Source: an optimization exercise on an open RTL-to-GDS flow (aim: small area, a short achievable clock period and few clock cycles). Production flows keep margins and buffers that such runs may drop.
The RTL was checked by simulation tests, not by an equivalence proof against the original design.
Power is estimated from default activity; no workload was simulated.

[flow/constraint.sdc]
create_clock -name core_clock -period 4.0 [get_ports {RWCLK}]
set_input_delay 0.8000 -clock core_clock [delete_from_list [all_inputs] [get_ports {RWCLK}]]
set_output_delay 0.8000 -clock core_clock [all_outputs]
set_load 0.01 [all_outputs]
[flow/run.sh]
#!/bin/bash
# synth_recipe.tcl (not shown) runs the flow's synth.tcl, then flattens the netlist and writes it again
# the make line also repeats each setting of config.mk as NAME=value (left out here)
make -C /OpenROAD-flow-scripts/flow DESIGN_CONFIG=/design/flow/config.mk WORK_HOME=/design/flow/orfs CLKGATE_MAP_FILE= SYNTH_SCRIPT=/design/flow/synth_recipe.tcl finish
[flow/design.v]
package ram_pkg;
    typedef enum logic {
        ST_IDLE  = 1'b0,
        ST_SWEEP = 1'b1
    } state_e;
    function automatic logic [7:0] lane_merge(input logic [7:0] old_b,
                                              input logic [7:0] new_b,
                                              input logic       be);
        lane_merge = be ? new_b : old_b;
    endfunction
    function automatic bit cfg_ok(input int unsigned dw,
                                  input int unsigned aw,
                                  input int unsigned depth);
        cfg_ok = (dw != 0) && (dw % 8 == 0) && (aw >= 1) && (aw < 32) &&
                 (depth >= 1) && ({32'd0, depth} <= (64'd1 << aw));
    endfunction
endpackage
module ram_dp_core #(
    parameter int unsigned DWIDTH = 16,
    parameter int unsigned AWIDTH = 8,
    parameter int unsigned DEPTH  = 256
) (
    input  logic                clk_i,
    input  logic                rst_ni,
    input  logic                we_i,
    input  logic [DWIDTH/8-1:0] wbe_i,
    input  logic [AWIDTH-1:0]   waddr_i,
    input  logic [DWIDTH-1:0]   wd_i,
    input  logic                re_i,
    input  logic [AWIDTH-1:0]   raddr_i,
    output logic [DWIDTH-1:0]   rd_o
);
    logic [DWIDTH-1:0] mem_q [DEPTH];
    logic [DWIDTH-1:0] rd_q;
    always_ff @(posedge clk_i) begin
        if (we_i) begin
            for (int unsigned i = 0; i < DWIDTH/8; i++) begin
                if (wbe_i[i]) begin
                    mem_q[waddr_i][8*i +: 8] <= wd_i[8*i +: 8];
                end
            end
        end
    end
    always_ff @(posedge clk_i or negedge rst_ni) begin
        if (!rst_ni) begin
            rd_q <= '0;
        end else if (re_i) begin
            rd_q <= mem_q[raddr_i];
        end
    end
    assign rd_o = rd_q;
endmodule
module ram_dp_param_clr #(
    parameter int unsigned       DWIDTH    = 16,
    parameter int unsigned       AWIDTH    = 8,
    parameter int unsigned       DEPTH     = 256,
    parameter int unsigned       RDW_MODE  = 0,
    parameter int unsigned       OUT_REG   = 0,
    parameter logic [DWIDTH-1:0] CLR_VALUE = '0
) (
    input  logic                  RWCLK,
    input  logic                  RESET,
    input  logic                  CLEAR,
    output logic                  BUSY,
    input  logic                  WEN,
    input  logic [DWIDTH/8-1:0]   WBE,
    input  logic [AWIDTH-1:0]     WADDR,
    input  logic [DWIDTH-1:0]     WD,
    input  logic                  REN,
    input  logic [AWIDTH-1:0]     RADDR,
    output logic [DWIDTH-1:0]     RD,
    output logic                  RVALID
);
    localparam int unsigned NLANE = DWIDTH / 8;
    if (!ram_pkg::cfg_ok(DWIDTH, AWIDTH, DEPTH)) begin : g_cfg_err
        $error("ram_dp_param_clr: DWIDTH must be a multiple of 8 and 1 <= DEPTH <= 2**AWIDTH");
    end
    ram_pkg::state_e             state_q;
    logic [AWIDTH-1:0]  cnt_q;
    logic               busy_q;
    logic               waddr_in, raddr_in, wr_ok, rd_fire;
    logic               core_we, core_re;
    logic [NLANE-1:0]   core_wbe;
    logic [AWIDTH-1:0]  core_waddr;
    logic [DWIDTH-1:0]  core_wd, core_rd;
    logic               rv1_q, oor1_q, byp1_q;
    logic [DWIDTH-1:0]  bwd1_q;
    logic [NLANE-1:0]   bwbe1_q;
    logic [DWIDTH-1:0]  rd1_data;
    assign waddr_in = ({1'b0, WADDR} < (AWIDTH+1)'(DEPTH));
    assign raddr_in = ({1'b0, RADDR} < (AWIDTH+1)'(DEPTH));
    assign wr_ok    = WEN & ~busy_q & waddr_in;
    assign rd_fire  = REN & ~busy_q;
    always_ff @(posedge RWCLK or negedge RESET) begin
        if (!RESET) begin
            state_q <= ram_pkg::ST_SWEEP;
            cnt_q   <= '0;
            busy_q  <= 1'b1;
        end else begin
            unique case (state_q)
                ram_pkg::ST_SWEEP: begin
                    if (cnt_q == AWIDTH'(DEPTH - 1)) begin
                        state_q <= ram_pkg::ST_IDLE;
                        busy_q  <= 1'b0;
                    end else begin
                        cnt_q <= cnt_q + 1'b1;
                    end
                end
                ram_pkg::ST_IDLE: begin
                    if (CLEAR) begin
                        state_q <= ram_pkg::ST_SWEEP;
                        cnt_q   <= '0;
                        busy_q  <= 1'b1;
                    end
                end
            endcase
        end
    end
    always_comb begin
        core_we    = wr_ok;
        core_wbe   = WBE;
        core_waddr = WADDR;
        core_wd    = WD;
        if (busy_q) begin
            core_we    = 1'b1;
            core_wbe   = '1;
            core_waddr = cnt_q;
            core_wd    = CLR_VALUE;
        end
    end
    assign core_re = rd_fire & raddr_in;
    ram_dp_core #(
        .DWIDTH (DWIDTH),
        .AWIDTH (AWIDTH),
        .DEPTH  (DEPTH)
    ) u_core (
        .clk_i   (RWCLK),
        .rst_ni  (RESET),
        .we_i    (core_we),
        .wbe_i   (core_wbe),
        .waddr_i (core_waddr),
        .wd_i    (core_wd),
        .re_i    (core_re),
        .raddr_i (RADDR),
        .rd_o    (core_rd)
    );
    always_ff @(posedge RWCLK or negedge RESET) begin
        if (!RESET) begin
            rv1_q   <= 1'b0;
            oor1_q  <= 1'b0;
            byp1_q  <= 1'b0;
            bwd1_q  <= '0;
            bwbe1_q <= '0;
        end else begin
            rv1_q <= rd_fire;
            if (rd_fire) begin
                oor1_q  <= ~raddr_in;
                byp1_q  <= (RDW_MODE != 0) && wr_ok && (WADDR == RADDR);
                bwd1_q  <= WD;
                bwbe1_q <= WBE;
            end
        end
    end
    always_comb begin
        rd1_data = core_rd;
        if (byp1_q) begin
            for (int unsigned i = 0; i < NLANE; i++) begin
                rd1_data[8*i +: 8] = ram_pkg::lane_merge(core_rd[8*i +: 8], bwd1_q[8*i +: 8], bwbe1_q[i]);
            end
        end
        if (oor1_q) begin
            rd1_data = '0;
        end
    end
    if (OUT_REG != 0) begin : g_oreg
        logic [DWIDTH-1:0] rd2_q;
        logic              rv2_q;
        always_ff @(posedge RWCLK or negedge RESET) begin
            if (!RESET) begin
                rd2_q <= '0;
                rv2_q <= 1'b0;
            end else begin
                rv2_q <= rv1_q;
                if (rv1_q) begin
                    rd2_q <= rd1_data;
                end
            end
        end
        assign RD     = rd2_q;
        assign RVALID = rv2_q;
    end else begin : g_noreg
        assign RD     = rd1_data;
        assign RVALID = rv1_q;
    end
    assign BUSY = busy_q;
endmodule
module ram_top (
    input  logic        RWCLK,
    input  logic        RESET,
    input  logic        CLEAR,
    output logic        BUSY,
    input  logic        WEN,
    input  logic [1:0]  WBE,
    input  logic [7:0]  WADDR,
    input  logic [15:0] WD,
    input  logic        REN,
    input  logic [7:0]  RADDR,
    output logic [15:0] RD,
    output logic        RVALID
);
    ram_dp_param_clr #(
        .DWIDTH    (16),
        .AWIDTH    (8),
        .DEPTH     (256),
        .RDW_MODE  (1),
        .OUT_REG   (1),
        .CLR_VALUE (16'h3C3C)
    ) u_ram (
        .RWCLK  (RWCLK),
        .RESET  (RESET),
        .CLEAR  (CLEAR),
        .BUSY   (BUSY),
        .WEN    (WEN),
        .WBE    (WBE),
        .WADDR  (WADDR),
        .WD     (WD),
        .REN    (REN),
        .RADDR  (RADDR),
        .RD     (RD),
        .RVALID (RVALID)
    );
endmodule
[flow/config.mk]
export PLATFORM = sky130hd
export DESIGN_NAME = ram_top
export DESIGN_NICKNAME = ram_top
export VERILOG_FILES = /design/flow/design.v
export SDC_FILE = /design/flow/constraint.sdc
export NUM_CORES = 4
export LEC_CHECK = 0
export CAP_MARGIN = 20
export CORE_MARGIN = 2
export CORE_UTILIZATION = 40
export SLEW_MARGIN = 20
==> qor.csv <==
stage,metric,value,unit
run_status,status,no timing/DRC/antenna violations,
logic_synthesis,Yosys warnings,2,
hold_path,worst min path class,in -> reg,
logic_synthesis,Post-Syn Instances,8223,
logic_synthesis,Main synth FF type,edfxtp_1,
final_layout,most frequent cells in the layout,"4096 x edfxtp_1, 958 x buf_4, 684 x mux4_2, 642 x mux2i_1, 589 x nor2_1",
logic_synthesis,Async SR Flop Fraction,1.51,%
final_layout,"most common cell after layout, fill and taps aside",edfxtp_1,
drt,Avg Vias per Cell,5.78,
final_layout,post-route cell area,190000,um^2
power_and_ir_drop,Comb pwr share,8.3,%
drt,1st-iter DRT viols,10600,
final_layout,layout cells sized above 1,25.6,%
power_and_ir_drop,pwr/cell area,502,nW/um^2
logic_synthesis,"Cell Area, Synth",163000,um^2
clock_tree,root buf cell,clkbuf_16,
logic_synthesis,syn_nets,8263,
power_and_ir_drop,Clock power frac,40.2,%
sta,clk_skew,63.1,ps
logic_synthesis,Synth top area share,75.7,%
sta,Final Hold Viols,0,
critical_path,"Arr. time, crit path",2790,ps
grt,gr usage total,21.9,%
placed_design,placed cell area,177000,um^2
placed_design,Port Buffer Count,56,
sta,Slew headroom,17.1,%
power_and_ir_drop,net switching power,22.5,mW
drt,first drt pass iteration count,6,
logic_synthesis,synthesized flop and latch total,4159,
sta,Tcrit/Tclk final,89.7,%
logic_synthesis,"EDFF count, synth",4096,
clock_tree,TritonCTS clock tree,yes,
placed_design,dpl hpwl,297000,um
clock_tree,CTS H-tree lvls,5,
logic_synthesis,largest cells by area after synthesis,"edfxtp_1 76%, mux4_2 9.5%, mux2i_1 4.0%, nor2_1 1.4%, dfrtp_1 0.94%",
floorplan,I/O Pins,57,
logic_synthesis,Avg Synthesized Cell Area,19.8,um^2
power_and_ir_drop,Peak supply drop,0.369,mV
floorplan,die span in x,641,um
power_and_ir_drop,Leak,62.2,nW
placed_design,gpl congestion,0.857,
critical_path,"critical path fanouts, max",29,
clock_tree,Clock Sinks,4159,
critical_path,CP startpoint kind,flop,
grt,initial antenna violation count,29,
drt,Vias,87000,
drt,average wire per standard cell,30.6,um
logic_synthesis,Synth cell types,71,
critical_path,Crit path required time,3200,ps
drt,total wire length,460000,um
logic_synthesis,Synth area leader,edfxtp_1,
drt,DRC errors left,0,
floorplan,Initial Utilization,40.1,%
floorplan,row count,234,
critical_path,Crit Path Category,reg -> out,
power_and_ir_drop,share of power burned in registers,51.4,%
clock_tree,clk buf depth,4,
final_layout,post-layout util,46.9,%
logic_synthesis,post-synthesis sequential area ratio,76.7,%
final_layout,P&R area growth vs syn,17.0,%
sta,Fin Hold WS,396,ps
sta,Tmin final,3590,ps
floorplan,die area,411000,um^2
sta,Fmax,279,MHz
grt,global-route wire length before repair,648000,um
grt,GRT overflow,0,
drt,Routed Antenna Nets,0,
floorplan,Core ar.,405000,um^2
clock_tree,cts bufs inserted,416,
final_layout,Final Net Count,9309,
sta,Final Max Tran Viols,0,
power_and_ir_drop,P_int,72.9,mW
power_and_ir_drop,power after layout,95.5,mW
floorplan,Die H,641,um
clock_tree,Clock Latency Late Sink,980,ps
sta,RSZ-0062 raised after global routing,false,
clock_tree,"Reg clk slew, reported paths",60,ps
grt,largest net degree at the start of global routing,169,
power_and_ir_drop,switch share,23.6,%
run,Max Cap Viol,0,
sta,Worst Tran Pin Value,1210,ps
grt,vias in the first global route,86500,
critical_path,Setup crit end kind,output pin,
sta,Setup Viol. Count Final,0,
==> critical path: stages (launching register included) <==
cell and delay [ps]:
dfstp_2 860, buf_4 360, clkdlybuf4s50_1 580
==> final timing paths <==
kind	startpoint	end	slack (ps)	depth (start not counted)
max reg2reg	u_ram.busy_q	u_ram.u_core.rd_q[13]	440	9
min in group asynchronous	RESET	u_ram.bwd1_q[5]	450	2
min	WD[1]	u_ram.bwd1_q[1]	400	3
max	u_ram.busy_q	BUSY	410	2
min reg2reg	u_ram.bwd1_q[10]	u_ram.bwd1_q[10]	480	2
max in group asynchronous	RESET	u_ram.u_core.rd_q[13]	2640	3
==> metrics by stage <==
stage | setup slack (ps) | setup TNS, ps | instances
detailed placement | -524 | -3190 | 14300
CTS | 372 | 0 | 15000
finish | 410 | 0 | 15100
global placement | -486 | -3300 | 14300
floorplan | -1380 | -2479620 | 8223
global route | 317 | 0 | 15000
==> registers in the layout, summed over array words and instances (netlist names) <==
name and count:
u_ram.u_core.rd_q 16, u_ram.g_oreg.rd2_q 16, u_ram.bwd1_q 16, u_ram.cnt_q 8
u_ram.rv1_q 1, u_ram.bwbe1_q 2, u_ram.byp1_q 1, u_ram.busy_q 1
u_ram.state_q 1, u_ram.u_core.mem_q 4096, u_ram.g_oreg.rv2_q 1
==> power by group through the flow <==
stage	Combinational [mW]	Sequential, mW	Clock, mW
after floorplan	3.68	49.6	0
after global placement	7.84	50.0	0
after detailed placement	7.92	50.0	0
after CTS	7.94	49.1	38.9
after global routing	8.23	49.1	40.5
final	7.96	49.1	38.4
==> what timing repair did <==
item,4_1_cts,5_1_grt
hold buffers,1,0
resized for setup,0,0
hold endpoints to repair,33,0
buffers inserted,0,0
==> layer usage <==
metal	track usage (%)	routed length [um]	share of wire, %	up-vias
met5	0	43	0.0093	-
li1	-	-	-	35900
met3	3.92	40000	8.7	676
met2	35.6	220000	48	4223
met4	6.57	14900	3.2	6
met1	30.3	185000	40	46100
==> layout make-up <==
cell class                      instances  area (um^2)
Tap cell                             5428         6790
Multi-Input combinational cell       3522        34700
Timing Repair Buffer                 1153        10600
Clock inverter                        228         2200
Clock buffer                          538        11200
Sequential cell                      4159       125000
Fill cell                           33700       215000
Inverter                               17         71.3
Antenna cell                            6         15.0
==> synthesized netlist by cell type, types with 38 or more instances <==
cell type,count
a21oi_1,152
buf_2,76
a22oi_1,96
edfxtp_1,4096
mux2i_1,644
buf_6,85
mux4_2,684
a221oi_1,43
clkbuf_1,195
dfrtp_1,61
nand3_1,47
nor2b_1,79
nand2_1,326
o21ai_0,96
nor3_1,38
a211oi_1,89
o22ai_1,172
nor2_1,594
buf_4,54
o221ai_1,125
a2111oi_0,70
buf_1,75
==> kinds of logic after synthesis <==
| family | after synthesis | synth area share (%) |
|---|---|---|
| flops | 4159 | 76.7 |
| buf+inv | 542 | 2.15 |
| simple gates | 1205 | 3.19 |
| compound gates | 943 | 4.08 |
| mux | 1363 | 13.9 |
| xor+xnor | 10 | 0.0539 |
| fa+ha+maj | 1 | 0.00770 |
Testbench counts, summed over its fixed seeds: cycles 68,182.

afterwards: timing with drivers on the ports:
How much do the figures lean on ideal ports? The routed layout below was timed once more, with nothing changed but the port constraints.
Step 1 sets driving cells, clkbuf_16 on the clock port and buf_2 on the other inputs (assumed; they add their load-dependent delay and slew).
Step 2 moves the port delays by t, midway between the first and last clock arrival at a register: inputs arrive t later, outputs are due t later. That takes back most of the time a late clock gives input paths.
Slacks: no drivers / after step 1 / after step 2; pairs: no drivers / after step 1.
t, ns: 1.058
setup WS [ns]: 0.410 / 0.308 / -0.570
worst data-port slew with drivers (ns): 0.09
pins driven straight from the clock port: 1
With both steps, setup timing fails in this run, where it was met with ideal ports. The setup slack of this run moves by -0.102 ns with the drivers and by -0.980 ns with both steps.
